What follows belongs to an exercise in optimizing a design on an open flow for small area and few clock cycles; a production flow would make more cautious choices. The RTL was checked by simulation tests, not by an equivalence proof against the original design. The clock port is modelled as an ideal driver; clocking choices that lean on that would not hold on a real chip. Power and IR drop assume default switching activity.

## hid_key_report_to_ascii_typematic
module hid_key_report_to_ascii_typematic #(
  parameter int unsigned KEY_SLOTS = 6
) (
  input  logic                      clk_i,
  input  logic                      rst_ni,
  input  logic                      cfg_we_i,
  input  logic [hkt_pkg::CFG_IDX_W-1:0] cfg_idx_i,
  input  logic [7:0]                cfg_data_i,
  input  logic                      in_valid_i,
  output logic                      in_ready_o,
  input  logic                      op_i,
  input  logic [7:0]                modifier_bits_i,
  input  logic [7:0]                key_slot_0_i,
  input  logic [7:0]                key_slot_1_i,
  input  logic [7:0]                key_slot_2_i,
  input  logic [7:0]                key_slot_3_i,
  input  logic [7:0]                key_slot_4_i,
  input  logic [7:0]                key_slot_5_i,
  output logic                      out_valid_o,
  input  logic                      out_ready_i,
  output logic [7:0]                out_char_o,
  output logic                      char_valid_o,
  output logic                      last_o,
  output logic                      caps_lock_led_o,
  output logic                      num_lock_led_o,
  output logic                      led_report_changed_o
);
Size: ~1100 cells after synthesis, about 87 I/O pins.
==> module hkt_match, before the edit <==
module hkt_match (
  input  logic [5:0][7:0] slots_i,
  input  logic [5:0][7:0] prev_i,
  input  logic            pvalid_i,
  input  logic            scan_i,
  input  logic [2:0]      p_i,
  input  logic [2:0]      h_i,
  output logic [2:0]      s_o,
  output logic            has_s_o,
  output logic            more_o,
  output logic [7:0]      skey_o,
  output logic [5:0]      row_o,
  output logic [5:0]      col_o
);
  logic [5:0] diag, cand, done, todo;
  logic [7:0] hkey;
  always_comb begin
    for (int i = 0; i < 6; i++) begin
      diag[i] = pvalid_i && (slots_i[i] == prev_i[i]);
      cand[i] = !diag[i] && (slots_i[i] != 8'h00);
      done[i] = scan_i && (3'(i) <= p_i);
    end
    todo = cand & ~done;
    s_o  = 3'd0;
    for (int i = 5; i >= 0; i--) begin
      if (todo[i]) s_o = 3'(i);
    end
    has_s_o = |todo;
    more_o  = |(todo & ~(6'd1 << s_o));
    skey_o  = '0;
    for (int i = 0; i < 6; i++) begin
      if (todo[i] && (todo & ((6'd1 << i) - 6'd1)) == '0) skey_o = skey_o | slots_i[i];
    end
    hkey    = prev_i[h_i];
    for (int j = 0; j < 6; j++) begin
      row_o[j] = skey_o == prev_i[j];
      col_o[j] = slots_i[j] == hkey;
    end
  end
endmodule
clock: 10.0 ns
lec_check: 0
cap_margin: 20
core_margin: 2
core_utilization: 40
slew_margin: 20
synth_hierarchical: 1
standard.sh (not shown) runs the stock make flow with config.mk's settings and CLKGATE_MAP_FILE= SYNTH_SCRIPT=/design/flow/synth_recipe.tcl, a recipe that flattens the netlist after the stock synthesis.
==> flow/flow/run.sh <==
#!/bin/bash
# The standard layout (the standard.sh, standard synthesis included), with these changes:
# the port buffers that global placement inserts are the smallest buffer cell instead of
# the default choice (every input and output port still gets its own buffer); clock tree
# synthesis uses clkbuf_8 buffers and adds no dummy loads; and after clock tree synthesis,
# cells on paths with slack are sized down (flow/post_cts.tcl).
# standard.sh's output goes to standard.log; each ORFS step keeps its own log under orfs/logs.
set -euo pipefail
export BUFFER_PORTS_ARGS="-buffer_cell sky130_fd_sc_hd__buf_1"
export CTS_ARGS="-sink_clustering_enable -repair_clock_nets -dont_use_dummy_load -buf_list sky130_fd_sc_hd__clkbuf_8"
export POST_CTS_TCL="$PWD/flow/post_cts.tcl"
bash standard.sh > standard.log 2>&1
==> flow/flow/post_cts.tcl <==
# Size down cells on paths with slack, then legalize the placement again.
estimate_parasitics -placement
repair_timing -recover_power 100 -verbose
detailed_placement
check_placement -verbose
report_design_area
Testbench counts at the start, summed over its fixed seeds: cycles 24,608.
Then changed:
--- a/flow/design.v
+++ b/flow/design.v
@@ -260,11 +260,17 @@
   output logic [5:0]      row_o,
   output logic [5:0]      col_o
 );
-  logic [5:0] diag, cand, done, todo;
+  logic [5:0] diag, same, cand, done, todo;
   logic [7:0] hkey;
+  assign hkey = prev_i[h_i];
+  for (genvar j = 0; j < 6; j++) begin : g_cmp
+    hkt_eq8 u_diag (.a_i(slots_i[j]), .b_i(prev_i[j]), .eq_o(same[j]));
+    hkt_eq8 u_row  (.a_i(skey_o),     .b_i(prev_i[j]), .eq_o(row_o[j]));
+    hkt_eq8 u_col  (.a_i(slots_i[j]), .b_i(hkey),      .eq_o(col_o[j]));
+  end
   always_comb begin
     for (int i = 0; i < 6; i++) begin
-      diag[i] = pvalid_i && (slots_i[i] == prev_i[i]);
+      diag[i] = pvalid_i && same[i];
       cand[i] = !diag[i] && (slots_i[i] != 8'h00);
       done[i] = scan_i && (3'(i) <= p_i);
     end
@@ -279,13 +285,15 @@
     for (int i = 0; i < 6; i++) begin
       if (todo[i] && (todo & ((6'd1 << i) - 6'd1)) == '0) skey_o = skey_o | slots_i[i];
     end
-    hkey    = prev_i[h_i];
-    for (int j = 0; j < 6; j++) begin
-      row_o[j] = skey_o == prev_i[j];
-      col_o[j] = slots_i[j] == hkey;
-    end
   end
 endmodule
+module hkt_eq8 (
+  input  logic [7:0] a_i,
+  input  logic [7:0] b_i,
+  output logic       eq_o
+);
+  assign eq_o = a_i == b_i;
+endmodule
 module hid_key_report_to_ascii_typematic #(
   parameter int unsigned KEY_SLOTS = 6
 ) (
=>
- clock power drops by a few percent
- cell count drops by a little under a tenth
- sequential power stays flat
- sequential share of layout area climbs by 1.9 points
- core utilization climbs by 0.36 points
- flip-flop and latch count stays the same
- non-clock buffer count climbs by 4
Testbench counts after the change, summed over its fixed seeds: cycles 24,608.

[separate check: timing with driven ports]
In the flow no input, the clock included, has a driving cell. The finished layouts below were timed again as built, in two steps.
Step 1, drivers: a clkbuf_16 drives clk_i and a buf_2 each remaining input, both assumed.
Step 2, shift: input delay + t, output delay - t, t = (earliest + latest rising clock arrival at the registers) / 2. This alone moves slack from input paths to output paths.
Three values: ideal, step 1, step 2; two values: the first two.
run | t, ns | slack for setup (ns) | slew at the worst register clock pin (ns)
the first run | 0.432 | 0.819 / 0.777 / 1.066 | 0.12 / 0.12
the second run | 0.416 | 1.191 / 1.150 / 1.224 | 0.11 / 0.11
After both steps setup and hold are still met in every run listed.
